Source: an optimization exercise on an open RTL-to-GDS flow (aim: small area, a short achievable clock period and few clock cycles per item). Production flows keep margins and buffers that such runs may drop. Function was not checked in any run shown here: the RTL went through the layout flow alone.

<file path="design.v">
`timescale 1ns/1ps
`default_nettype none
package xoodoo_pkg;
        localparam int STATE_W = 384;
        localparam int LANE_W = 32;
        localparam int NUM_ROUNDS = 12;
        localparam logic [NUM_ROUNDS*12-1:0] ROUND_CONSTANTS = {
                12'h012, 12'h1A0, 12'h0F0, 12'h380,
                12'h02C, 12'h060, 12'h014, 12'h120,
                12'h0D0, 12'h3C0, 12'h038, 12'h058
        };
endpackage
`default_nettype wire
`timescale 1ns/1ps
`default_nettype none
package cyclist_pkg;
        localparam int BLOCK_BYTES = 16;
        localparam logic [1:0] OP_INIT    = 2'd0;
        localparam logic [1:0] OP_ABSORB  = 2'd1;
        localparam logic [1:0] OP_SQUEEZE = 2'd2;
        localparam logic [7:0] CD_FIRST_ABSORB = 8'h01;
        localparam logic [7:0] PAD_BYTE = 8'h01;
endpackage
`default_nettype wire
`timescale 1ns/1ps
`default_nettype none
module xoodoo_round (
        input  logic [11:0]  rc,
        input  logic [383:0] state_in,
        output logic [383:0] state_out
);
        function automatic logic [31:0] rotl(input logic [31:0] a, input integer n);
                rotl = (a << n) | (a >> (32 - n));
        endfunction
        logic [3:0][31:0] p;
        logic [3:0][31:0] e;
        logic [11:0][31:0] theta;
        logic [11:0][31:0] rho_w;
        logic [11:0][31:0] chi;
        logic [11:0][31:0] rho_e;
        always_comb begin
                for (int x = 0; x < 4; x++) begin
                        p[x] = state_in[32*x +: 32] ^ state_in[32*(x+4) +: 32] ^ state_in[32*(x+8) +: 32];
                end
                for (int x = 0; x < 4; x++) begin
                        e[x] = rotl(p[(x + 3) % 4], 5) ^ rotl(p[(x + 3) % 4], 14);
                end
                for (int i = 0; i < 12; i++) begin
                        theta[i] = state_in[32*i +: 32] ^ e[i % 4];
                end
                for (int x = 0; x < 4; x++) begin
                        rho_w[x]     = theta[x];
                        rho_w[4 + x] = theta[4 + (x + 3) % 4];
                        rho_w[8 + x] = rotl(theta[8 + x], 11);
                end
                rho_w[0] = theta[0] ^ {20'h0, rc};
                for (int x = 0; x < 4; x++) begin
                        chi[x]     = rho_w[x]     ^ (~rho_w[4 + x] & rho_w[8 + x]);
                        chi[4 + x] = rho_w[4 + x] ^ (~rho_w[8 + x] & rho_w[x]);
                        chi[8 + x] = rho_w[8 + x] ^ (~rho_w[x]     & rho_w[4 + x]);
                end
                for (int x = 0; x < 4; x++) begin
                        rho_e[x]     = chi[x];
                        rho_e[4 + x] = rotl(chi[4 + x], 1);
                        rho_e[8 + x] = rotl(chi[8 + (x + 2) % 4], 8);
                end
                for (int i = 0; i < 12; i++) begin
                        state_out[32*i +: 32] = rho_e[i];
                end
        end
endmodule
`default_nettype wire
`timescale 1ns/1ps
`default_nettype none
module xoodoo_permute #(
        parameter int ROUNDS_PER_CYCLE = 2,
        parameter int GRP_W            = 3
) (
        input  logic [GRP_W-1:0] grp,
        input  logic [383:0]     state_in,
        output logic [383:0]     state_out
);
        logic [ROUNDS_PER_CYCLE:0][383:0]  stage;
        logic [ROUNDS_PER_CYCLE-1:0][11:0] rc;
        assign stage[0] = state_in;
        for (genvar k = 0; k < ROUNDS_PER_CYCLE; k++) begin : g_round
                assign rc[k] = xoodoo_pkg::ROUND_CONSTANTS[12*(int'(grp) * ROUNDS_PER_CYCLE + k) +: 12];
                xoodoo_round u_round (
                        .rc        (rc[k]),
                        .state_in  (stage[k]),
                        .state_out (stage[k+1])
                );
        end
        assign state_out = stage[ROUNDS_PER_CYCLE];
endmodule
`default_nettype wire
`timescale 1ns/1ps
`default_nettype none
module cyclist_state (
        input  logic         eph1,
        input  logic         rst,
        input  logic         zero,
        input  logic         use_perm,
        input  logic         absorb,
        input  logic [127:0] block,
        input  logic         first,
        input  logic         capture_digest,
        input  logic [383:0] perm_out,
        output logic [383:0] state,
        output logic [127:0] digest
);
        logic [383:0] base;
        logic [383:0] inj;
        logic [383:0] state_r;
        assign base = zero ? '0 : (use_perm ? perm_out : state_r);
        always_comb begin
                inj = '0;
                if (absorb) begin
                        inj[127:0]   = block;
                        inj[135:128] = cyclist_pkg::PAD_BYTE;
                        inj[383:376] = first ? cyclist_pkg::CD_FIRST_ABSORB : 8'h00;
                end
        end
        always_ff @(posedge eph1) begin
                state_r <= base ^ inj;
        end
        always_ff @(posedge eph1) begin
                if (rst) begin
                        digest <= '0;
                end else if (capture_digest) begin
                        digest <= base[127:0];
                end
        end
        assign state = state_r;
endmodule
`default_nettype wire
`timescale 1ns/1ps
`default_nettype none
module cyclist_ctrl #(
        parameter int NUM_GROUPS = 12,
        parameter int GRP_W      = 4
) (
        input  logic             eph1,
        input  logic             rst,
        input  logic             start,
        input  logic [1:0]       op,
        output logic             zero,
        output logic             use_perm,
        output logic             absorb,
        output logic             first,
        output logic             capture_digest,
        output logic [GRP_W-1:0] grp,
        output logic             pad_in,
        output logic             busy,
        output logic             done
);
        localparam logic [GRP_W-1:0] LAST = GRP_W'(NUM_GROUPS - 1);
        logic             run;
        logic [GRP_W-1:0] cnt;
        logic             sqp;
        logic             phase_up;
        logic accept;
        logic last;
        logic acc_init;
        logic acc_absorb;
        logic acc_squeeze;
        assign accept      = start && !busy && !rst;
        assign last        = run && (cnt == LAST);
        assign acc_init    = accept && (op == cyclist_pkg::OP_INIT);
        assign acc_absorb  = accept && (op == cyclist_pkg::OP_ABSORB);
        assign acc_squeeze = accept && (op == cyclist_pkg::OP_SQUEEZE);
        assign grp    = cnt;
        assign pad_in = run && sqp && (cnt == '0);
        assign use_perm       = run;
        assign absorb         = acc_absorb;
        assign capture_digest = (acc_squeeze && !phase_up) || (last && sqp);
        always_ff @(posedge eph1) begin
                if (rst) begin
                        zero <= 1'b1;
                end else begin
                        zero <= acc_init;
                end
        end
        always_ff @(posedge eph1) begin
                if (rst) begin
                        run      <= 1'b0;
                        cnt      <= '0;
                        sqp      <= 1'b0;
                        phase_up <= 1'b1;
                        first    <= 1'b1;
                        busy     <= 1'b0;
                        done     <= 1'b0;
                end else if (run && !last) begin
                        cnt <= cnt + 1'b1;
                        if (!sqp && (cnt + 1'b1 == LAST)) begin
                                busy <= 1'b0;
                                done <= 1'b1;
                        end else begin
                                busy <= 1'b1;
                                done <= 1'b0;
                        end
                end else if (last && sqp) begin
                        run  <= 1'b0;
                        sqp  <= 1'b0;
                        busy <= 1'b0;
                        done <= 1'b1;
                end else begin
                        run  <= 1'b0;
                        busy <= 1'b0;
                        done <= 1'b0;
                        if (accept) begin
                                case (op)
                                        cyclist_pkg::OP_INIT: begin
                                                phase_up <= 1'b1;
                                                first    <= 1'b1;
                                                done     <= 1'b1;
                                        end
                                        cyclist_pkg::OP_ABSORB: begin
                                                phase_up <= 1'b0;
                                                first    <= 1'b0;
                                                run      <= 1'b1;
                                                cnt      <= '0;
                                                sqp      <= 1'b0;
                                                busy     <= (NUM_GROUPS > 1);
                                                done     <= (NUM_GROUPS == 1);
                                        end
                                        cyclist_pkg::OP_SQUEEZE: begin
                                                phase_up <= 1'b1;
                                                if (!phase_up) begin
                                                        done <= 1'b1;
                                                end else begin
                                                        run  <= 1'b1;
                                                        cnt  <= '0;
                                                        sqp  <= 1'b1;
                                                        busy <= 1'b1;
                                                end
                                        end
                                        default: begin
                                                done <= 1'b1;
                                        end
                                endcase
                        end
                end
        end
endmodule
`default_nettype wire
`timescale 1ns/1ps
`default_nettype none
module xoodyak_hash_top #(
        parameter int ROUNDS_PER_CYCLE = 1
) (
        input  logic         eph1,
        input  logic         rst,
        input  logic         start,
        input  logic [129:0] cmd,
        output logic         busy,
        output logic         done,
        output logic [127:0] digest
);
        localparam int NUM_GROUPS = xoodoo_pkg::NUM_ROUNDS / ROUNDS_PER_CYCLE;
        localparam int GRP_W      = (NUM_GROUPS > 1) ? $clog2(NUM_GROUPS) : 1;
        logic             zero;
        logic             use_perm;
        logic             absorb;
        logic             first;
        logic             capture_digest;
        logic [GRP_W-1:0] grp;
        logic             pad_in;
        logic [383:0] state;
        logic [383:0] perm_in;
        logic [383:0] perm_out;
        cyclist_ctrl #(
                .NUM_GROUPS (NUM_GROUPS),
                .GRP_W      (GRP_W)
        ) u_ctrl (
                .eph1           (eph1),
                .rst            (rst),
                .start          (start),
                .op             (cmd[129:128]),
                .zero           (zero),
                .use_perm       (use_perm),
                .absorb         (absorb),
                .first          (first),
                .capture_digest (capture_digest),
                .grp            (grp),
                .pad_in         (pad_in),
                .busy           (busy),
                .done           (done)
        );
        cyclist_state u_state (
                .eph1           (eph1),
                .rst            (rst),
                .zero           (zero),
                .use_perm       (use_perm),
                .absorb         (absorb),
                .block          (cmd[127:0]),
                .first          (first),
                .capture_digest (capture_digest),
                .perm_out       (perm_out),
                .state          (state),
                .digest         (digest)
        );
        assign perm_in = {state[383:1], state[0] ^ pad_in};
        xoodoo_permute #(
                .ROUNDS_PER_CYCLE (ROUNDS_PER_CYCLE),
                .GRP_W            (GRP_W)
        ) u_permute (
                .grp       (grp),
                .state_in  (perm_in),
                .state_out (perm_out)
        );
endmodule
`default_nettype wire
</file>
<file path="flow/run.sh">
#!/bin/bash
set -o pipefail
bash standard.sh SETUP_SLACK_MARGIN=6.8 finish > flow_make.log 2>&1
</file>
<file path="standard.sh">
#!/bin/bash
# synth_recipe.tcl (not shown) runs the flow's synth.tcl, then flattens the netlist and writes it again
# the make line also repeats each setting of config.mk as NAME=value (left out here)
make -C /OpenROAD-flow-scripts/flow DESIGN_CONFIG=/design/flow/config.mk WORK_HOME=/design/flow/orfs CLKGATE_MAP_FILE= SYNTH_SCRIPT=/design/flow/synth_recipe.tcl "${@:-finish}"
</file>
<file path="config.mk">
export PLATFORM = sky130hd
export DESIGN_NAME = xoodyak_hash_top
export DESIGN_NICKNAME = xoodyak_hash_top
export VERILOG_FILES = /design/flow/design.v
export SDC_FILE = /design/flow/constraint.sdc
export NUM_CORES = 4
export LEC_CHECK = 0
export CAP_MARGIN = 20
export CORE_MARGIN = 2
export CORE_UTILIZATION = 28
export PLACE_DENSITY = 0.5
export SLEW_MARGIN = 20
</file>
<file path="constraint.sdc">
create_clock -name core_clock -period 10.0 [get_ports {eph1}]
set_input_delay 2.0000 -clock core_clock [delete_from_list [all_inputs] [get_ports {eph1}]]
set_output_delay 2.0000 -clock core_clock [all_outputs]
set_load 0.01 [all_outputs]
</file>
==> results of run 1 <==
## worst min path at each step
stage,cells past startpoint,start,end,slack [ns]
finish,2,u_state.digest[80],u_state.digest[80],0.44
global route,2,u_state.digest[64],u_state.digest[64],0.47
CTS,2,u_state.digest[80],u_state.digest[80],0.45
detailed placement,2,u_state.digest[80],u_state.digest[80],0.44
global placement,2,u_state.digest[50],u_state.digest[50],0.44
floorplan,2,u_ctrl.first,u_state.state_r[376],0.46
## worst max-delay path: cells and delay by family, from the launching register on
family,cells,cell delay [ns]
AND/OR/NAND/NOR,1,0.13
AO/OA/AOI/OAI,1,0.18
XOR/XNOR,3,2.19
flip-flops,1,0.53
## state kept, by name (all words and copies together) (netlist names)
register         cells
u_ctrl.busy          1
u_state.digest     128
u_state.state_r    384
u_ctrl.done          1
u_ctrl.first         1
u_ctrl.run           1
u_ctrl.sqp           1
u_ctrl.cnt           4
u_ctrl.phase_up      1
u_ctrl.zero          1
## kinds of logic after synthesis
kind of cell / synth area share [%]
adder cells (fa/ha/maj): 0.408
AND/OR/NAND/NOR: 14.8
multiplexers: 0.275
buffers and inverters: 1.90
AO/OA/AOI/OAI: 11.3
flip-flops: 28.5
XOR/XNOR: 42.9
## cells in the final DEF, fill, tap and decap left out, types with 14 or more instances in the layout
cell type | Yosys | routed
dfxtp_1 | 523 | 474
buf_2 | 0 | 131
xor2_1 | 253 | 251
clkdlybuf4s50_1 | 0 | 128
xnor3_1 | 254 | 247
a211oi_1 | 143 | 143
xor3_1 | 116 | 115
a311oi_1 | 112 | 112
clkbuf_16 | 0 | 73
xnor3_2 | 9 | 16
or3_1 | 117 | 116
o21ai_1 | 0 | 27
nor2_1 | 407 | 407
o21ai_0 | 346 | 312
dfxtp_2 | 0 | 46
xnor2_2 | 5 | 14
buf_4 | 1 | 20
nand2_1 | 393 | 393
nand3b_1 | 114 | 114
nor3_1 | 120 | 118
a21oi_1 | 19 | 18
xnor2_1 | 518 | 509
## layout make-up
cell class / count / share of cell area [%]
clock buffer: 95 / 4.58
antenna: 3 / 0.0172
tap: 1755 / 5.03
clock inverter: 24 / 0.823
sequential: 523 / 24.1
inverter: 10 / 0.0860
multi-input combinational: 3034 / 59.3
timing repair buffer: 306 / 6.01
## repair_timing
action | CTS | global route
gates resized for setup | 659 | 25
setup endpoints to repair | 426 | 71
cloned | 12 | 0
buffers inserted | 16 | 2
pin swaps | 5 | 3
## layer usage
metal | global-route usage [%] | part of all wire (%) | vias to the layer above
met5 | 0 | 0.0077 | -
met4 | 15.3 | 7.2 | 2
met3 | 3.75 | 7.1 | 294
met2 | 39.2 | 46 | 1205
met1 | 30.3 | 40 | 14492
li1 | - | - | 13458
==> impl_metrics.csv, run 1 <==
group,metric,value,unit
status,status,"timing/DRC/antenna clean",
sta,finalHoldViolCount,0,
sta,post-route-period-util,32.1,%
global_route,grtUsageTotal,24.3,%
floorplanning,die_w,367,um
yosys,ys.flop_type,"dfxtp_1",
detailed_routing,ant_nets,0,
critical_path,crit_type,"flip-flop to flip-flop",
cts,hold_buffers,0,
critical_path,reg2reg_depth,5,
final_layout,drive_gt1_share,10.2,%
job,cap_violations,0,
yosys,ys.warnings.count,3,
floorplanning,io_pins,263,
min_path,min_path_type,"flip-flop to flip-flop",
placement,dp.cells,5598,
sta,rsz0062_at_grt,"true",
detailed_routing,vias,29451,
cts,clock_latency,0.65,ns
yosys,ys_seq_area_share,28.5,%
detailed_routing,drt-total-wl,168,mm
yosys,synth-seq-cells,523,
critical_path,start_kind,"flip-flop",
yosys,synthTopCellsByArea,"dfxtp_1 28%, xnor3_1 16%, xnor2_1 12%",
final_layout,fill_cells,13429,
placement,place_ws,4.74,ns
cts,cts_num_sinks,523,
sta,slew-limit-headroom,25.6,%
sta,tns,0,ns
floorplanning,coreArea,131000,sq um
placement,post_dp_cell_area,41200,sq um
floorplanning,num_rows,133,
critical_path,crit_fanout,6,
critical_path,critical-path-max-stage-delay,0.84,ns
placement,hpwlAfterDp,130,mm
detailed_routing,drt_first_pass_iters,5,
critical_path,cp.arrival,3.70,ns
critical_path,r2r_start,"u_state.state_r[315]",
yosys,netlist_area,36800,sq um
critical_path,r2r_setup_slack,6.79,ns
yosys,synth_nets,3870,
critical_path,cp-end-kind,"flip-flop",
detailed_routing,drtIter0Drc,2863,
critical_path,cpMaxStageDelayCell,"xnor2_1",
final_layout,design_area,43600,sq um
cts,cts_buffers,68,
sta,final-setup-viol-count,0,
sta,min_period,3.21,ns
yosys,yosysUniqueCellTypes,50,
detailed_routing,wl_per_cell,29.2,um
floorplanning,die_area,134000,sq um
sta,fin_skew,0.0347,ns
yosys,async_flop_share,0,%
detailed_routing,vias_per_cell,5.12,
placement,gp_congestion,1.02,
yosys,synth.largest_area_cell,"dfxtp_1",
yosys,synth_top_area_share,28.5,%
critical_path,path_cells,"xnor3_1, xor3_1, nand2_1, xnor2_1, a211oi_1",
cts,path_clk_slew,0.06,ns
final_layout,final_util,33.3,%
global_route,grt.overflow.total,0,
final_layout,stdcell_count,5750,
sta,worst_slew_pin_slew,1.12,ns
global_route,grt_max_degree,173,
critical_path,cp.required,10.49,ns
floorplanning,initial_utilization,28.1,%
sta,report.final.slew_viol_count,0,
cts,cts_tree,"done",
placement,numPortBuffers,262,
sta,whs,0.443,ns
final_layout,syn_to_final_growth,18.6,%
critical_path,timing.rr.end,"u_state.state_r[296]",
critical_path,cp-endpoint,"u_state.state_r[296]",
final_layout,seq_area,10500,sq um
detailed_routing,drc,0,
global_route,grt_pass1_wl,227,mm
global_route,grt_pass1_vias,27444,
yosys,netlist_instances,3725,
final_layout,fin_nets,4088,
cts,htreeDepth,3,
yosys,yosysMostFrequentCell,"dfxtp_1",
yosys,synth_edf_count,0,
critical_path,crit_start,"u_state.state_r[315]",
sta,timing.final.ws_setup,6.79,ns
cts,cts_root_buffer,"clkbuf_16",
sta,max_freq,0.312,GHz
final_layout,multiInputGateArea,25900,sq um
cts,max-clock-path-buffers,3,
global_route,antenna_found_initial,4,
yosys,avgSynthCellArea,9.88,sq um
floorplanning,die_h,367,um
yosys,yosys-top-cells-count,"523 x dfxtp_1, 518 x xnor2_1, 407 x nor2_1",
==> run 2, diff against run 1 <==
--- a/design.v
+++ b/design.v
@@ -99,7 +99,7 @@
 module cyclist_state (
         input  logic         eph1,
         input  logic         rst,
-        input  logic         zero,
+        input  logic         clear_state,
         input  logic         use_perm,
         input  logic         absorb,
         input  logic [127:0] block,
@@ -112,7 +112,7 @@
         logic [383:0] base;
         logic [383:0] inj;
         logic [383:0] state_r;
-        assign base = zero ? '0 : (use_perm ? perm_out : state_r);
+        assign base = use_perm ? perm_out : state_r;
         always_comb begin
                 inj = '0;
                 if (absorb) begin
@@ -122,7 +122,11 @@
                 end
         end
         always_ff @(posedge eph1) begin
-                state_r <= base ^ inj;
+                if (clear_state) begin
+                        state_r <= '0;
+                end else begin
+                        state_r <= base ^ inj;
+                end
         end
         always_ff @(posedge eph1) begin
                 if (rst) begin
@@ -137,14 +141,14 @@
 `timescale 1ns/1ps
 `default_nettype none
 module cyclist_ctrl #(
-        parameter int NUM_GROUPS = 12,
-        parameter int GRP_W      = 4
+        parameter int NUM_GROUPS = 6,
+        parameter int GRP_W      = 3
 ) (
         input  logic             eph1,
         input  logic             rst,
         input  logic             start,
         input  logic [1:0]       op,
-        output logic             zero,
+        output logic             clear_state,
         output logic             use_perm,
         output logic             absorb,
         output logic             first,
@@ -169,18 +173,13 @@
         assign acc_init    = accept && (op == cyclist_pkg::OP_INIT);
         assign acc_absorb  = accept && (op == cyclist_pkg::OP_ABSORB);
         assign acc_squeeze = accept && (op == cyclist_pkg::OP_SQUEEZE);
-        assign grp    = cnt;
-        assign pad_in = run && sqp && (cnt == '0);
-        assign use_perm       = run;
+        assign grp    = run ? cnt : '0;
+        assign pad_in = !run && phase_up;
+        assign clear_state    = rst || acc_init;
+        assign use_perm       = run || (acc_squeeze && phase_up);
         assign absorb         = acc_absorb;
-        assign capture_digest = (acc_squeeze && !phase_up) || (last && sqp);
-        always_ff @(posedge eph1) begin
-                if (rst) begin
-                        zero <= 1'b1;
-                end else begin
-                        zero <= acc_init;
-                end
-        end
+        assign capture_digest = (acc_squeeze && (!phase_up || (NUM_GROUPS == 1))) ||
+                                (last && sqp);
         always_ff @(posedge eph1) begin
                 if (rst) begin
                         run      <= 1'b0;
@@ -226,11 +225,11 @@
                                         end
                                         cyclist_pkg::OP_SQUEEZE: begin
                                                 phase_up <= 1'b1;
-                                                if (!phase_up) begin
+                                                if (!phase_up || (NUM_GROUPS == 1)) begin
                                                         done <= 1'b1;
                                                 end else begin
                                                         run  <= 1'b1;
-                                                        cnt  <= '0;
+                                                        cnt  <= GRP_W'(1);
                                                         sqp  <= 1'b1;
                                                         busy <= 1'b1;
                                                 end
@@ -247,7 +246,7 @@
 `timescale 1ns/1ps
 `default_nettype none
 module xoodyak_hash_top #(
-        parameter int ROUNDS_PER_CYCLE = 1
+        parameter int ROUNDS_PER_CYCLE = 2
 ) (
         input  logic         eph1,
         input  logic         rst,
@@ -259,7 +258,7 @@
 );
         localparam int NUM_GROUPS = xoodoo_pkg::NUM_ROUNDS / ROUNDS_PER_CYCLE;
         localparam int GRP_W      = (NUM_GROUPS > 1) ? $clog2(NUM_GROUPS) : 1;
-        logic             zero;
+        logic             clear_state;
         logic             use_perm;
         logic             absorb;
         logic             first;
@@ -277,7 +276,7 @@
                 .rst            (rst),
                 .start          (start),
                 .op             (cmd[129:128]),
-                .zero           (zero),
+                .clear_state    (clear_state),
                 .use_perm       (use_perm),
                 .absorb         (absorb),
                 .first          (first),
@@ -290,7 +289,7 @@
         cyclist_state u_state (
                 .eph1           (eph1),
                 .rst            (rst),
-                .zero           (zero),
+                .clear_state    (clear_state),
                 .use_perm       (use_perm),
                 .absorb         (absorb),
                 .block          (cmd[127:0]),
==> run.sh (new file) <==
#!/bin/bash
# synth_recipe.tcl (not shown) runs the flow's synth.tcl, then flattens the netlist and writes it again
# the make line also repeats each setting of config.mk as NAME=value (left out here)
make -C /OpenROAD-flow-scripts/flow DESIGN_CONFIG=/design/flow/config.mk WORK_HOME=/design/flow/orfs CLKGATE_MAP_FILE= SYNTH_SCRIPT=/design/flow/synth_recipe.tcl finish
removed: flow/run.sh
removed: standard.sh
==> impl_metrics.csv, run 2 <==
group,metric,value,unit
yosys,synthMuxAreaShare,0.770,%
yosys,netlist_area,60500,sq um
cts,htreeDepth,3,
sta,whs,0.460,ns
detailed_routing,drtIter0Drc,7913,
sta,max_freq,0.157,GHz
floorplanning,num_rows,170,
detailed_routing,drc,0,
sta,post-route-period-util,63.8,%
final_layout,final_util,32.8,%
yosys,yosysUniqueCellTypes,80,
detailed_routing,wl_per_cell,48.2,um
sta,report.final.slew_viol_count,0,
yosys,synth_top_area_share,22.1,%
final_layout,fill_cells,21744,
sta,worst_slew_pin_slew,1.27,ns
sta,finalHoldViolCount,0,
sta,slew-limit-headroom,14.8,%
yosys,synth-seq-cells,521,
yosys,synthSimpleGateAreaFrac,19.4,%
floorplanning,io_pins,263,
yosys,avgSynthCellArea,10.2,sq um
floorplanning,initial_utilization,28.2,%
critical_path,cp.arrival,6.97,ns
detailed_routing,ant_nets,0,
global_route,antenna_found_initial,22,
yosys,synth-compound-area-share,9.30,%
critical_path,cp.required,10.59,ns
yosys,synth.largest_area_cell,"xnor3_1",
global_route,grt.overflow.total,0,
yosys,netlist_instances,5953,
sta,min_period,6.38,ns
final_layout,fin_nets,6351,
final_layout,syn_to_final_growth,16.5,%
cts,max-clock-path-buffers,3,
final_layout,reg_top3,"u_state.state_r (384), u_state.digest (128), u_ctrl.cnt (3)",
cts,cts_buffers,80,
placement,hpwlAfterDp,369,mm
yosys,yosys-top-cells-count,"781 x xnor2_1, 592 x xnor3_1, 521 x dfxtp_1",
cts,cts_root_buffer,"clkbuf_16",
sta,final-setup-viol-count,0,
floorplanning,die_area,220000,sq um
cts,cts_num_sinks,521,
critical_path,crit_fanout,7,
final_layout,drive_gt1_share,10.6,%
min_path,min_path_type,"flip-flop to flip-flop",
yosys,synthAdderAreaFrac,0.352,%
cts,cts_resized,0,
status,status,"timing/DRC/antenna clean",
yosys,ys.warnings.count,3,
cts,clock_latency,0.81,ns
yosys,synth_edf_count,0,
min_path,hold_path_startpoint,"u_state.digest[4]",
yosys,async_flop_share,0,%
cts,hold_buffers,0,
critical_path,r2r_setup_slack,3.62,ns
cts,path_clk_slew,0.06,ns
job,cap_violations,0,
floorplanning,coreArea,215000,sq um
final_layout,regMostFlops,"u_state.state_r",
detailed_routing,drt_first_pass_iters,6,
sta,fin_skew,0.0632,ns
global_route,grt_max_degree,121,
global_route,grt_pass1_vias,48009,
yosys,synthTopCellsByArea,"xnor3_1 22%, dfxtp_1 17%, xnor2_1 11%",
yosys,synth_xor_area_share,51.0,%
yosys,ys_seq_area_share,17.2,%
critical_path,r2r_start,"u_state.state_r[150]",
min_path,holdPathStages,2,
final_layout,largest_reg_flops,384,
global_route,grtUsageTotal,39.0,%
cts,cts_setup_buffers,0,
critical_path,crit_type,"flip-flop to flip-flop",
cts,cts_tree,"done",
sta,tns,0,ns
final_layout,stdcell_count,9121,
placement,dp.cells,8957,
critical_path,reg2reg_depth,9,
final_layout,layout_commonest_cell,"xnor2_1",
critical_path,crit_start,"u_state.state_r[150]",
detailed_routing,vias_per_cell,5.93,
yosys,yosysMostFrequentCell,"xnor2_1",
yosys,synth_nets,6103,
placement,gp_congestion,1.10,
critical_path,cp-end-kind,"flip-flop",
detailed_routing,drt-total-wl,440,mm
floorplanning,die_w,469,um
floorplanning,die_h,469,um
detailed_routing,vias,54098,
yosys,synth_top_family_by_area,"XOR/XNOR gates",
sta,rsz0062_at_grt,"false",
global_route,grt_pass1_wl,544,mm
critical_path,start_kind,"flip-flop",
final_layout,final_cell_mix,"734 x xnor2_1, 592 x xnor3_1, 521 x dfxtp_1, 407 x nand3_1, 379 x nand2_1",
placement,numPortBuffers,262,
yosys,ys.flop_type,"dfxtp_1",
## run 2: cell count changes after synthesis, moves of 110 or more
cell and delta:
xnor2_1 +263, a311oi_1 -111, xnor3_2 +110, a21oi_1 +126
nand2b_1 +247, xnor3_1 +338, clkbuf_1 +112, nand4_1 +152
nand3_1 +404, nor2b_1 +136
## run 2: layout make-up
class	instances	area, sq um	share of cell area [%]
multi-input combinational	5129	49400	70.1
inverter	16	60.1	0.0853
tap	2838	3550	5.04
clock inverter	31	327	0.464
clock buffer	115	2370	3.37
antenna	18	45.0	0.0639
sequential	521	10400	14.8
timing repair buffer	453	4250	6.03
## run 2: kinds of logic after synthesis
kind of cell / count (synthesis)
multiplexers: 45
adder cells (fa/ha/maj): 17
flip-flops: 521
XOR/XNOR: 2020
AO/OA/AOI/OAI: 880
AND/OR/NAND/NOR: 2167
buffers and inverters: 303
## run 2: worst max-delay path, cell delays in order (launching register included)
cell and delay, ns:
dfxtp_1 0.39, xnor3_1 1.14, xnor3_1 0.55, xnor2_1 0.60, xor3_2 0.81, xnor3_1 0.58, xnor2_1 0.83, nand2_1 0.15
xnor2_1 0.90, o21ai_0 0.20
## run 2: path summary, 6_finish.rpt
check                          to
max          u_state.state_r[338]
min             u_state.digest[4]
min reg2reg     u_state.digest[4]
max reg2reg  u_state.state_r[338]
## run 2: through the flow
step / setup WS, ns / cell area, sq um
floorplan: 5.58 / 60500
global placement: 3.66 / 67500
detailed placement: 3.55 / 67600
CTS: 3.93 / 70300
global route: 3.85 / 70400
finish: 3.62 / 70400
## run 2: routing by layer
| metal | wire length, um | track usage [%] |
|---|---|---|
| met1 | 187000 | 53.1 |
| met2 | 180000 | 55.8 |
| met3 | 40900 | 9.34 |
| met4 | 31500 | 22.9 |
| met5 | 46 | 0 |
==> run 3, diff against run 2 <==
--- a/config.mk
+++ b/config.mk
@@ -9,4 +9,5 @@
 export CORE_MARGIN = 2
 export CORE_UTILIZATION = 28
 export PLACE_DENSITY = 0.5
+export SETUP_SLACK_MARGIN = 5
 export SLEW_MARGIN = 20
==> impl_metrics.csv, run 3 <==
group,metric,value,unit
detailed_routing,vias_per_cell,5.96,
final_layout,fin_nets,6411,
yosys,yosysMostFrequentCell,"xnor2_1",
final_layout,layout_commonest_cell,"xnor2_1",
yosys,ys.warnings.count,3,
job,cap_violations,0,
global_route,grt_max_degree,121,
critical_path,start_kind,"flip-flop",
global_route,grt_pass1_wl,547,mm
yosys,synthTopCellsByArea,"xnor3_1 22%, dfxtp_1 17%, xnor2_1 11%",
cts,max-clock-path-buffers,3,
global_route,antenna_found_initial,23,
sta,tns,0,ns
sta,slew-limit-headroom,19.9,%
detailed_routing,vias,54636,
cts,clock_latency,0.81,ns
floorplanning,initial_utilization,28.2,%
yosys,synth_top_area_share,22.1,%
yosys,ys.flop_type,"dfxtp_1",
cts,path_clk_slew,0.06,ns
placement,hpwlAfterDp,369,mm
detailed_routing,drc,0,
floorplanning,coreArea,215000,sq um
cts,cts_num_sinks,521,
yosys,yosys-top-cells-count,"781 x xnor2_1, 592 x xnor3_1, 521 x dfxtp_1",
yosys,synth_nets,6103,
cts,cts_buffers,80,
cts,cts_tree,"done",
cts,cts_root_buffer,"clkbuf_16",
floorplanning,die_w,469,um
critical_path,cp.arrival,5.86,ns
yosys,netlist_instances,5953,
detailed_routing,drt-total-wl,442,mm
yosys,synth.largest_area_cell,"xnor3_1",
final_layout,drive_gt1_share,17.4,%
yosys,yosysUniqueCellTypes,80,
critical_path,crit_fanout,6,
sta,final-setup-viol-count,0,
sta,finalHoldViolCount,0,
global_route,grt_pass1_vias,48363,
sta,report.final.slew_viol_count,0,
critical_path,crit_type,"flip-flop to flip-flop",
critical_path,cp-end-kind,"flip-flop",
placement,gp_congestion,1.10,
floorplanning,io_pins,263,
sta,fin_skew,0.0729,ns
global_route,grtUsageTotal,39.2,%
detailed_routing,drtIter0Drc,7945,
cts,hold_buffers,0,
yosys,synth_edf_count,0,
critical_path,r2r_start,"u_state.state_r[203]",
yosys,async_flop_share,0,%
min_path,min_path_type,"flip-flop to flip-flop",
floorplanning,die_area,220000,sq um
detailed_routing,drt_first_pass_iters,6,
floorplanning,die_h,469,um
sta,rsz0062_at_grt,"true",
detailed_routing,wl_per_cell,48.2,um
status,status,"timing/DRC/antenna clean",
floorplanning,num_rows,170,
yosys,ys_seq_area_share,17.2,%
min_path,hold_path_startpoint,"u_state.digest[4]",
yosys,avgSynthCellArea,10.2,sq um
final_layout,regMostFlops,"u_state.state_r",
final_layout,largest_reg_flops,384,
yosys,synth-seq-cells,521,
critical_path,crit_start,"u_state.state_r[203]",
cts,htreeDepth,3,
sta,post-route-period-util,52.5,%
yosys,netlist_area,60500,sq um
placement,dp.cells,8957,
final_layout,reg_top3,"u_state.state_r (384), u_state.digest (128), u_ctrl.cnt (3)",
final_layout,stdcell_count,9173,
detailed_routing,ant_nets,0,
placement,numPortBuffers,262,
final_layout,syn_to_final_growth,22.5,%
sta,min_period,5.25,ns
critical_path,cp.required,10.62,ns
global_route,grt.overflow.total,0,
final_layout,final_cell_mix,"579 x xnor2_1, 502 x dfxtp_1, 471 x xnor3_1, 407 x nand3_1, 376 x nand2_1",
sta,worst_slew_pin_slew,1.20,ns
sta,max_freq,0.191,GHz
run 3: path summary, 6_finish.rpt:
| path | slack (ns) | end | cells past startpoint |
|---|---|---|---|
| hold / removal | 0.46 | u_state.digest[4] | 2 |
| setup reg to reg | 4.75 | u_state.state_r[338] | 10 |
| setup / recovery | 4.75 | u_state.state_r[338] | 10 |
| hold reg to reg | 0.46 | u_state.digest[4] | 2 |
run 3: metal layers:
metal | track usage (%) | routed length [um] | vias up
met5 | 0 | 56 | -
met4 | 23.1 | 32200 | 10
met3 | 9.79 | 44000 | 604
met1 | 53.2 | 185000 | 28450
li1 | - | - | 22222
met2 | 56.0 | 181000 | 3350
run 3: through the flow:
step,cell area (sq um),utilization (%),hold slack (ns),worst slack [ns]
6_report,74100,34.5,0.460,4.75
5_1_grt,74000,34.5,0.479,4.84
4_1_cts,72900,33.9,0.470,4.79
3_5_place_dp,67600,31.5,0.453,3.55
3_3_place_gp,67500,31.5,0.457,3.66
2_1_floorplan,60500,-,0.451,5.58
run 3: critical path: stages (launching register included):
cell and delay [ns]:
dfxtp_1 0.65, xnor3_4 0.75, xnor3_1 0.54, nor2b_1 0.22
xnor2_2 0.44, xnor3_4 0.72, xnor2_4 0.48, xor2_2 0.38
nand2_1 0.16, xnor2_2 0.50, o21ai_0 0.18
run 3: final cells by class:
type                    instances  area, sq um
diodes                         10         25.0
clock buffers                 115         2370
clock inverters                31          327
fillers                     21473       141000
inverters                      16         63.8
multi-input cells            5131        52300
flip-flops and latches        521        10500
well taps                    2838         3550
repair buffers                511         4930
run 3: cells by family after synthesis:
family                   share of synthesized area (%)
AO/OA/AOI/OAI                                     9.30
XOR/XNOR                                          51.0
adder cells (fa/ha/maj)                          0.352
buffers and inverters                             1.89
flip-flops                                        17.2
multiplexers                                     0.770
AND/OR/NAND/NOR                                   19.4
run 3: what timing repair did:
action	4_1_cts	5_1_grt
gates resized for setup	394	159
pin swaps	22	29
endpoints found under the setup margin	503	191
gates cloned	2	0
setup buffers	23	35
==> run 4, diff against run 3 <==
--- a/design.v
+++ b/design.v
@@ -246,7 +246,7 @@
 `timescale 1ns/1ps
 `default_nettype none
 module xoodyak_hash_top #(
-        parameter int ROUNDS_PER_CYCLE = 2
+        parameter int ROUNDS_PER_CYCLE = 1
 ) (
         input  logic         eph1,
         input  logic         rst,
--- a/config.mk
+++ b/config.mk
@@ -9,5 +9,4 @@
 export CORE_MARGIN = 2
 export CORE_UTILIZATION = 28
 export PLACE_DENSITY = 0.5
-export SETUP_SLACK_MARGIN = 5
 export SLEW_MARGIN = 20
==> impl_metrics.csv, run 4 <==
group,metric,value,unit
status,status,"timing/DRC/antenna clean",
global_route,grt.overflow.total,0,
cts,hold_buffers,0,
final_layout,fin_nets,3958,
global_route,grt_pass1_wl,214,mm
critical_path,crit_type,"input pin to flip-flop",
final_layout,largest_reg_flops,384,
critical_path,r2r_setup_slack,6.37,ns
detailed_routing,wl_met2,71.8,mm
placement,numPortBuffers,262,
critical_path,crit_top_cell,"buf_4",
final_layout,design_area,40700,sq um
critical_path,start_kind,"input pin",
sta,slew-limit-headroom,26.3,%
yosys,synth_edf_count,0,
min_path,min_path_type,"flip-flop to flip-flop",
cts,max-clock-path-buffers,3,
detailed_routing,ant_nets,0,
yosys,synth_nets,3817,
final_layout,drive_gt1_share,7.46,%
critical_path,r2r_start,"u_ctrl.busy",
cts,cts_root_buffer,"clkbuf_16",
placement,hpwlAfterDp,126,mm
yosys,yosys-top-cells-count,"522 x dfxtp_1, 496 x nor2_1, 462 x a211oi_1",
yosys,synthTopCellsByArea,"dfxtp_1 31%, xor2_1 10%, a211oi_1 10%",
final_layout,final_cell_mix,"522 x dfxtp_1, 492 x nor2_1, 462 x a211oi_1, 404 x xor2_1, 388 x xnor2_1",
critical_path,cp.arrival,5.63,ns
detailed_routing,wl_per_cell,28.6,um
yosys,ys.flop_type,"dfxtp_1",
cts,path_clk_slew,0.06,ns
floorplanning,coreArea,120000,sq um
global_route,grt_pass1_vias,26640,
yosys,ys.warnings.count,3,
detailed_routing,wl_met3,11.0,mm
final_layout,n_antenna_cell,0,
yosys,synth.largest_area_cell,"dfxtp_1",
cts,cts_buffers,68,
yosys,synth_top_area_share,30.7,%
critical_path,cp.required,10.51,ns
final_layout,reg_top3,"u_state.state_r (384), u_state.digest (128), u_ctrl.cnt (4)",
sta,min_period,5.12,ns
critical_path,cpMaxStageDelayCell,"buf_4",
critical_path,crit_fanout,87,
final_layout,regMostFlops,"u_state.state_r",
yosys,netlist_area,34100,sq um
detailed_routing,drt-total-wl,157,mm
yosys,async_flop_share,0,%
final_layout,syn_to_final_growth,19.4,%
critical_path,timing.rr.end,"u_state.state_r[48]",
yosys,yosysUniqueCellTypes,54,
sta,post-route-period-util,51.2,%
placement,dp.cells,5361,
cts,cts_num_sinks,522,
sta,report.final.slew_viol_count,0,
global_route,antenna_found_initial,3,
cts,cts_setup_buffers,0,
floorplanning,io_pins,263,
detailed_routing,drtIter0Drc,2741,
min_path,holdPathStages,2,
yosys,ys_seq_area_share,30.7,%
cts,cts_resized,0,
detailed_routing,wl_met1,67.5,mm
critical_path,critical-path-max-stage-delay,0.77,ns
sta,fin_skew,0.0291,ns
floorplanning,die_h,353,um
sta,worst_slew_pin_slew,1.10,ns
yosys,synth-seq-cells,522,
placement,post_dp_cell_area,38100,sq um
min_path,hold_path_startpoint,"u_ctrl.sqp",
sta,tns,0,ns
sta,rsz0062_at_grt,"false",
detailed_routing,routed.top_layer,"met4",
sta,finalHoldViolCount,0,
critical_path,critPathBufInv,3,
detailed_routing,drt_first_pass_iters,7,
floorplanning,die_area,124000,sq um
detailed_routing,drc,0,
global_route,grt_max_degree,231,
floorplanning,die_w,353,um
detailed_routing,vias_per_cell,5.20,
sta,max_freq,0.195,GHz
yosys,netlist_instances,3678,
final_layout,stdcell_count,5487,
critical_path,crit_family,"buffers and inverters",
detailed_routing,vias,28550,
min_path,whs_endpoint,"u_ctrl.sqp",
floorplanning,initial_utilization,28.3,%
yosys,yosysMostFrequentCell,"dfxtp_1",
yosys,avgSynthCellArea,9.26,sq um
cts,htreeDepth,3,
critical_path,cp-end-kind,"flip-flop",
global_route,grtUsageTotal,24.3,%
floorplanning,num_rows,127,
sta,final-setup-viol-count,0,
placement,gp_congestion,1.01,
critical_path,path_cells,"clkdlybuf4s50_1, nor3b_2, a31o_4, buf_4, buf_4, and2_1, mux2i_1, xnor2_1, nor2_1",
critical_path,reg2reg_depth,8,
job,cap_violations,0,
cts,cts_tree,"done",
final_layout,layout_commonest_cell,"dfxtp_1",
cts,clock_latency,0.65,ns
[run 4: changes by cell type in the layout (fill, tap and decap cells not counted), moves of 190 or more]
cell / change
xnor3_2: -190
xnor3_1: -342
xnor2_1: -191
nor2_1: +197
a211oi_1: +321
nand2b_1: -198
nand3_1: -397
o21ai_0: -232
[run 4: kinds of logic (layout without fill, tap and decap cells)]
group,Yosys count,count (layout),share of synthesized area [%]
AO/OA/AOI/OAI,914,914,19.0
flip-flops,522,522,30.7
buffers and inverters,221,418,2.48
AND/OR/NAND/NOR,960,960,12.1
adder cells (fa/ha/maj),7,7,0.250
XOR/XNOR,1052,1052,35.4
multiplexers,2,2,0.0588
[run 4: per-stage QoR]
stage | hold slack, ns | utilization [%] | setup slack, ns
2_1_floorplan | 0.444 | - | 6.17
3_3_place_gp | 0.470 | 31.7 | 4.28
3_5_place_dp | 0.480 | 31.7 | 4.33
4_1_cts | 0.490 | 33.8 | 4.99
5_1_grt | 0.527 | 33.8 | 4.67
6_report | 0.490 | 33.8 | 4.88
[run 4: layer usage]
metal	up-vias	GRT usage, %
li1	13172	-
met1	14101	32.5
met2	1079	39.2
met3	198	3.78
met4	0	9.79
met5	-	0
[run 4: cell type report]
| type | count | area (sq um) |
|---|---|---|
| clock buffers | 93 | 1970 |
| well taps | 1612 | 2020 |
| repair buffers | 287 | 2820 |
| inverters | 5 | 18.8 |
| flip-flops and latches | 522 | 10500 |
| fillers | 12422 | 79600 |
| multi-input cells | 2935 | 22800 |
| clock inverters | 33 | 546 |
[run 4: worst max path at each step]
stage	startpoint	end	slack, ns	cells after the start
after detailed placement	start	u_state.state_r[48]	4.33	9
after global placement	start	u_state.state_r[48]	4.28	9
after CTS	start	u_state.state_r[48]	4.99	9
final	start	u_state.state_r[48]	4.88	9
after floorplan	rst	u_state.digest[102]	6.17	8
after global routing	start	u_state.state_r[48]	4.67	9
[run 4: tightest hold or removal path, stage by stage (launching register included)]
cell and delay (ns):
dfxtp_1 0.33, nand2_1 0.06, a21oi_1 0.05
==> run 5, diff against run 4 <==
==> flow/run.sh (new file) <==
#!/bin/bash
set -o pipefail
bash standard.sh SETUP_SLACK_MARGIN=6.8 finish > flow_make.log 2>&1
==> standard.sh (new file) <==
#!/bin/bash
# synth_recipe.tcl (not shown) runs the flow's synth.tcl, then flattens the netlist and writes it again
# the make line also repeats each setting of config.mk as NAME=value (left out here)
make -C /OpenROAD-flow-scripts/flow DESIGN_CONFIG=/design/flow/config.mk WORK_HOME=/design/flow/orfs CLKGATE_MAP_FILE= SYNTH_SCRIPT=/design/flow/synth_recipe.tcl "${@:-finish}"
removed: run.sh
==> impl_metrics.csv, run 5 <==
group,metric,value,unit
final_layout,reg_top3,"u_state.state_r (384), u_state.digest (128), u_ctrl.cnt (4)",
sta,fin_skew,0.0528,ns
final_layout,final_util,37.7,%
critical_path,crit_fanout,3,
min_path,min_path_type,"flip-flop to flip-flop",
final_layout,regMostFlops,"u_state.state_r",
final_layout,fill_cells,12176,
floorplanning,coreArea,120000,sq um
cts,clock_latency,0.68,ns
detailed_routing,drtIter0Drc,4123,
floorplanning,die_h,353,um
floorplanning,die_area,124000,sq um
job,cap_violations,0,
final_layout,layout_commonest_cell,"nor2_1",
sta,min_period,3.39,ns
sta,timing.final.ws_setup,6.61,ns
yosys,netlist_instances,3678,
sta,slew-limit-headroom,17.5,%
placement,dp.cells,5362,
placement,hpwlAfterDp,127,mm
floorplanning,die_w,353,um
yosys,netlist_area,34100,sq um
floorplanning,num_rows,127,
yosys,ys_seq_area_share,30.7,%
global_route,grt.overflow.total,0,
critical_path,cp.required,10.50,ns
critical_path,start_kind,"flip-flop",
final_layout,largest_reg_flops,384,
global_route,grt_pass1_vias,27961,
cts,htreeDepth,3,
critical_path,r2r_start,"u_state.state_r[347]",
yosys,synth-seq-cells,522,
global_route,grt_max_degree,61,
sta,report.final.slew_viol_count,0,
final_layout,seq_area,10500,sq um
critical_path,cp-end-kind,"flip-flop",
yosys,yosysMostFrequentCell,"dfxtp_1",
detailed_routing,drt_first_pass_iters,5,
detailed_routing,vias_per_cell,5.64,
yosys,synthTopCellsByArea,"dfxtp_1 31%, xor2_1 10%, a211oi_1 10%",
final_layout,drive_gt1_share,21.7,%
min_path,hold_path_startpoint,"u_ctrl.sqp",
yosys,synth_top_area_share,30.7,%
floorplanning,io_pins,263,
sta,worst_slew_pin_slew,1.23,ns
yosys,ys.warnings.count,3,
cts,hold_buffers,0,
detailed_routing,drt-total-wl,203,mm
cts,cts_root_buffer,"clkbuf_16",
critical_path,cp.arrival,3.89,ns
placement,numPortBuffers,262,
sta,max_freq,0.295,GHz
final_layout,syn_to_final_growth,33.1,%
sta,rsz0062_at_grt,"true",
cts,cts_buffers,69,
cts,cts_num_sinks,522,
final_layout,stdcell_count,5693,
yosys,synth_nets,3817,
yosys,yosys-top-cells-count,"522 x dfxtp_1, 496 x nor2_1, 462 x a211oi_1",
final_layout,final_cell_mix,"491 x nor2_1, 458 x dfxtp_1, 403 x a211oi_1, 385 x xor2_1, 374 x xnor2_1",
final_layout,fin_nets,4166,
detailed_routing,drc,0,
cts,max-clock-path-buffers,3,
yosys,avgSynthCellArea,9.26,sq um
placement,place_ws,4.48,ns
cts,path_clk_slew,0.06,ns
detailed_routing,vias,32083,
global_route,grt_pass1_wl,240,mm
detailed_routing,ant_nets,0,
detailed_routing,wl_per_cell,35.7,um
global_route,antenna_found_initial,13,
sta,tns,0,ns
global_route,grtUsageTotal,27.7,%
cts,cts_tree,"done",
critical_path,crit_type,"flip-flop to flip-flop",
placement,gp_congestion,1.03,
yosys,yosysUniqueCellTypes,54,
yosys,synth_edf_count,0,
floorplanning,initial_utilization,28.3,%
yosys,synth.largest_area_cell,"dfxtp_1",
sta,post-route-period-util,33.9,%
yosys,async_flop_share,0,%
critical_path,crit_start,"u_state.state_r[347]",
sta,finalHoldViolCount,0,
sta,final-setup-viol-count,0,
status,status,"timing/DRC/antenna clean",
yosys,ys.flop_type,"dfxtp_1",
final_layout,multiInputGateArea,24400,sq um
critical_path,r2r_setup_slack,6.61,ns
[run 5: final cells by class]
| class | instances | share of cell area, % |
|---|---|---|
| flip-flops and latches | 522 | 23.2 |
| well taps | 1612 | 4.45 |
| inverters | 5 | 0.0469 |
| multi-input cells | 2956 | 53.9 |
| clock inverters | 30 | 0.806 |
| clock buffers | 91 | 4.40 |
| repair buffers | 473 | 13.2 |
| diodes | 4 | 0.0221 |
[run 5: worst max-delay path, stage by stage, from the launching register on]
cell and delay (ns):
dfxtp_1 0.54, xnor3_1 0.58, xnor2_2 0.33, xor2_1 0.66, nor2_1 0.15, xor2_1 0.76, a211oi_1 0.18
[run 5: routing by layer]
layer  share of wire [%]  up-vias  global-route usage, %
li1                    -    13623                      -
met3                  10      399                   4.71
met2                  43     1960                   42.7
met1                  40    16089                   37.1
met4                 6.5       12                   14.1
met5               0.058        -                      0
[run 5: path summary, 6_finish.rpt]
| kind | endpoint | cells past startpoint |
|---|---|---|
| setup / recovery | u_state.state_r[328] | 6 |
| hold / removal | u_ctrl.sqp | 2 |
| setup reg to reg | u_state.state_r[328] | 6 |
| hold reg to reg | u_ctrl.sqp | 2 |
[run 5: timing repair]
item / CTS / global route
buffers inserted: 70 / 22
pin swaps: 21 / 121
gates cloned: 38 / 76
setup endpoints to repair: 642 / 444
gates resized for setup: 737 / 233
[run 5: cell families after synthesis]
| family | Yosys count | synth area share (%) |
|---|---|---|
| xor gates and xnor gates | 1052 | 35.4 |
| buffers and inverters | 221 | 2.48 |
| AOI/OAI and AO/OA | 914 | 19.0 |
| muxes | 2 | 0.0588 |
| DFF | 522 | 30.7 |
| adders and majority gates | 7 | 0.250 |
| and+or+nand+nor | 960 | 12.1 |
[run 5: metrics by stage]
| step | cell area [sq um] | hold WS [ns] |
|---|---|---|
| 2_1_floorplan | 34700 | 0.444 |
| 3_3_place_gp | 38300 | 0.459 |
| 3_5_place_dp | 38300 | 0.462 |
| 4_1_cts | 42300 | 0.470 |
| 5_1_grt | 45300 | 0.511 |
| 6_report | 45300 | 0.469 |
==> run 6, diff against run 5 <==
--- a/design.v
+++ b/design.v
@@ -246,7 +246,7 @@
 `timescale 1ns/1ps
 `default_nettype none
 module xoodyak_hash_top #(
-        parameter int ROUNDS_PER_CYCLE = 1
+        parameter int ROUNDS_PER_CYCLE = 2
 ) (
         input  logic         eph1,
         input  logic         rst,
==> flow/run.sh (replaced) <==
#!/bin/bash
set -o pipefail
bash standard.sh SETUP_SLACK_MARGIN=6.3 finish > flow_make.log 2>&1
==> impl_metrics.csv, run 6 <==
group,metric,value,unit
final_layout,largest_reg_flops,384,
critical_path,crit_family,"XOR/XNOR gates",
sta,slew-limit-headroom,29.7,%
job,cap_violations,0,
critical_path,start_kind,"flip-flop",
floorplanning,die_area,220000,sq um
cts,cts_num_sinks,521,
global_route,grt_pass1_vias,58950,
detailed_routing,vias_per_cell,5.91,
yosys,synth-seq-cells,521,
critical_path,cp-end-kind,"flip-flop",
floorplanning,initial_utilization,28.2,%
status,status,"timing/DRC/antenna clean",
critical_path,cp.required,10.62,ns
final_layout,final_cell_mix,"1,196 x buf_4, 668 x buf_6, 474 x xnor3_2, 405 x xnor2_4, 398 x nand3_1",
cts,path_clk_slew,0.06,ns
detailed_routing,drtIter0Drc,9125,
sta,finalHoldViolCount,0,
yosys,ys.warnings.count,3,
yosys,yosysMostFrequentCell,"xnor2_1",
sta,final-setup-viol-count,0,
yosys,yosys-top-cells-count,"781 x xnor2_1, 592 x xnor3_1, 521 x dfxtp_1",
critical_path,r2r_setup_slack,5.46,ns
yosys,avgSynthCellArea,10.2,sq um
detailed_routing,routed.top_layer,"met5",
sta,post-route-period-util,45.4,%
final_layout,fin_nets,8477,
yosys,synthTopCellsByArea,"xnor3_1 22%, dfxtp_1 17%, xnor2_1 11%",
critical_path,cpMaxStageDelayCell,"xnor2_4",
final_layout,drive_gt1_share,64.2,%
critical_path,timing.rr.end,"u_state.state_r[34]",
min_path,hold_path_startpoint,"u_state.digest[9]",
global_route,grt.overflow.total,0,
detailed_routing,drt-total-wl,517,mm
sta,worst_slew_pin_slew,1.05,ns
yosys,netlist_area,60500,sq um
detailed_routing,ant_nets,0,
cts,max-clock-path-buffers,3,
critical_path,r2r_start,"u_state.state_r[303]",
yosys,async_flop_share,0,%
placement,numPortBuffers,262,
floorplanning,coreArea,215000,sq um
critical_path,cp.arrival,5.16,ns
final_layout,fill_cells,18333,
final_layout,regMostFlops,"u_state.state_r",
detailed_routing,vias,66467,
sta,tns,0,ns
final_layout,syn_to_final_growth,89.4,%
detailed_routing,wl_met1,192,mm
yosys,netlist_instances,5953,
cts,cts_root_buffer,"clkbuf_16",
final_layout,layout_commonest_cell,"buf_4",
placement,post_dp_cell_area,68000,sq um
floorplanning,num_rows,170,
detailed_routing,drc,0,
yosys,yosysUniqueCellTypes,80,
sta,rsz0062_at_grt,"true",
sta,fin_skew,0.0509,ns
critical_path,critical-path-max-stage-delay,0.74,ns
yosys,synth_top_area_share,22.1,%
min_path,holdPathStages,2,
global_route,grt_pass1_wl,630,mm
final_layout,final_util,53.4,%
yosys,synth.largest_area_cell,"xnor3_1",
critical_path,crit_fanout,6,
detailed_routing,wl_met2,203,mm
cts,cts_tree,"done",
placement,hpwlAfterDp,374,mm
cts,htreeDepth,3,
yosys,ys_seq_area_share,17.2,%
critical_path,crit_type,"flip-flop to flip-flop",
min_path,whs_endpoint,"u_state.digest[9]",
detailed_routing,wl_met3,67.5,mm
cts,cts_buffers,82,
floorplanning,die_w,469,um
yosys,synth_edf_count,0,
global_route,grtUsageTotal,44.8,%
placement,gp_congestion,1.09,
global_route,antenna_found_initial,46,
sta,whs,0.457,ns
sta,report.final.slew_viol_count,0,
yosys,synth_nets,6103,
floorplanning,die_h,469,um
critical_path,critPathBufInv,3,
sta,max_freq,0.221,GHz
floorplanning,io_pins,263,
detailed_routing,drt_first_pass_iters,6,
min_path,min_path_type,"flip-flop to flip-flop",
detailed_routing,wl_per_cell,46.0,um
final_layout,design_area,115000,sq um
yosys,ys.flop_type,"dfxtp_1",
critical_path,reg2reg_depth,13,
global_route,grt_max_degree,113,
cts,clock_latency,0.79,ns
critical_path,path_cells,"xnor3_4, buf_8, xnor3_2, buf_6, buf_6, nand2b_4, xnor2_4, xnor3_4, xor2_4, xnor2_4, nor4b_2, a2111oi_4, nand3_1",
final_layout,reg_top3,"u_state.state_r (384), u_state.digest (128), u_ctrl.cnt (3)",
sta,min_period,4.54,ns
-- run 6: changes by cell type in the layout (fill, tap and decap cells not counted), sizes merged, moves of 107 or more --
cell | previous run | this run
nand3 | 10 | 407
xnor2 | 503 | 852
a2bb2oi | 114 | 1
nand4 | 1 | 152
nand2b | 58 | 263
a211oi | 463 | 142
buf | 294 | 2284
xnor3 | 134 | 711
o21ai | 30 | 268
xor2 | 408 | 301
nor2 | 496 | 305
nand2 | 275 | 385
xor3 | 7 | 156
-- run 6: cell type report --
class	instances	area, sq um	area share, %
tap	2838	3550	3.10
clock buffer	114	2340	2.05
antenna	16	40.0	0.0350
sequential	521	11100	9.72
clock inverter	31	422	0.368
multi-input combinational	5134	68600	59.9
timing repair buffer	2572	28300	24.7
inverter	16	97.6	0.0852
-- run 6: cells by family (layout without fill, tap and decap cells) --
logic type | after synthesis | in the layout | synth area share (%)
and+or+nand+nor | 2167 | 2171 | 19.4
xor gates and xnor gates | 2020 | 2020 | 51.0
AOI/OAI and AO/OA | 880 | 881 | 9.30
DFF | 521 | 521 | 17.2
buffers and inverters | 303 | 2733 | 1.89
muxes | 45 | 45 | 0.770
adders and majority gates | 17 | 17 | 0.352
other | 0 | 16 | 0
-- run 6: worst max path at each step --
stage / startpoint / end / slack, ns / cells after the start
after floorplan: cmd[128] / u_state.state_r[8] / 6.22 / 12
after global placement: u_ctrl.run / u_state.state_r[203] / 3.51 / 10
after detailed placement: start / u_state.state_r[65] / 3.82 / 11
after CTS: u_state.state_r[162] / u_state.state_r[125] / 5.62 / 11
after global routing: u_state.state_r[303] / u_state.state_r[34] / 5.47 / 13
final: u_state.state_r[303] / u_state.state_r[34] / 5.46 / 13
-- run 6: worst min-delay path: stages, from the launching register on --
cell	delay, ns
dfxtp_1	0.30
nand2_1	0.05
a21oi_1	0.05
-- run 6: stage by stage --
step	worst slack, ns	cells
5_1_grt	5.47	11233
4_1_cts	5.62	10560
3_3_place_gp	3.51	8969
6_report	5.46	11242
2_1_floorplan	6.22	5953
3_5_place_dp	3.82	8974
-- run 6: repair_timing --
item,CTS,global route
resized for setup,3866,1253
buffers inserted,1411,653
endpoints found under the setup margin,592,525
hold buffers,0,0
gates cloned,30,12
pin swaps,1388,927
-- run 6: routing by layer --
layer,up-vias,GRT usage [%]
met2,4609,62.1
met3,1222,14.1
li1,26350,-
met5,-,0
met1,34266,57.4
met4,20,34.9

port drivers added, routing unchanged:
No port has a modelled driver above. Below, the same layouts with a new extraction and two added sets of constraints. Step 1, drivers: a clkbuf_16 drives eph1 and a buf_2 each remaining input, both assumed. Step 2 times the ports against the registers' clock, not the clock port: input delays grow and output delays shrink by t, the midpoint of the rising clock arrivals with the driver on. Slacks: ideal ports / drivers / drivers and shift; pairs: ideal ports / drivers.
run | t, ns | setup WS [ns] | worst hold slack (ns) | latest minus earliest clock arrival (ns) | pins driven straight from the clock port
run 1 | 0.717 | 6.791 / 6.761 / 6.133 | 0.443 / 0.443 / 0.443 | 0.036 / 0.036 | 1
run 2 | 0.869 | 3.619 / 3.619 / 3.424 | 0.460 / 0.460 / 0.460 | 0.063 / 0.063 | 1
run 3 | 0.867 | 4.753 / 4.753 / 4.145 | 0.460 / 0.460 / 0.460 | 0.073 / 0.073 | 1
run 4 | 0.716 | 4.883 / 4.932 / 4.217 | 0.490 / 0.490 / 0.490 | 0.030 / 0.029 | 1
run 5 | 0.726 | 6.613 / 6.613 / 5.986 | 0.469 / 0.469 / 0.469 | 0.053 / 0.053 | 1
run 6 | 0.861 | 5.465 / 5.465 / 5.033 | 0.457 / 0.457 / 0.457 | 0.051 / 0.051 | 1
After both steps every run listed still meets setup and hold. The setup slack of run 4, which loses most, moves by +0.049 ns with the drivers and by -0.666 ns with both steps.
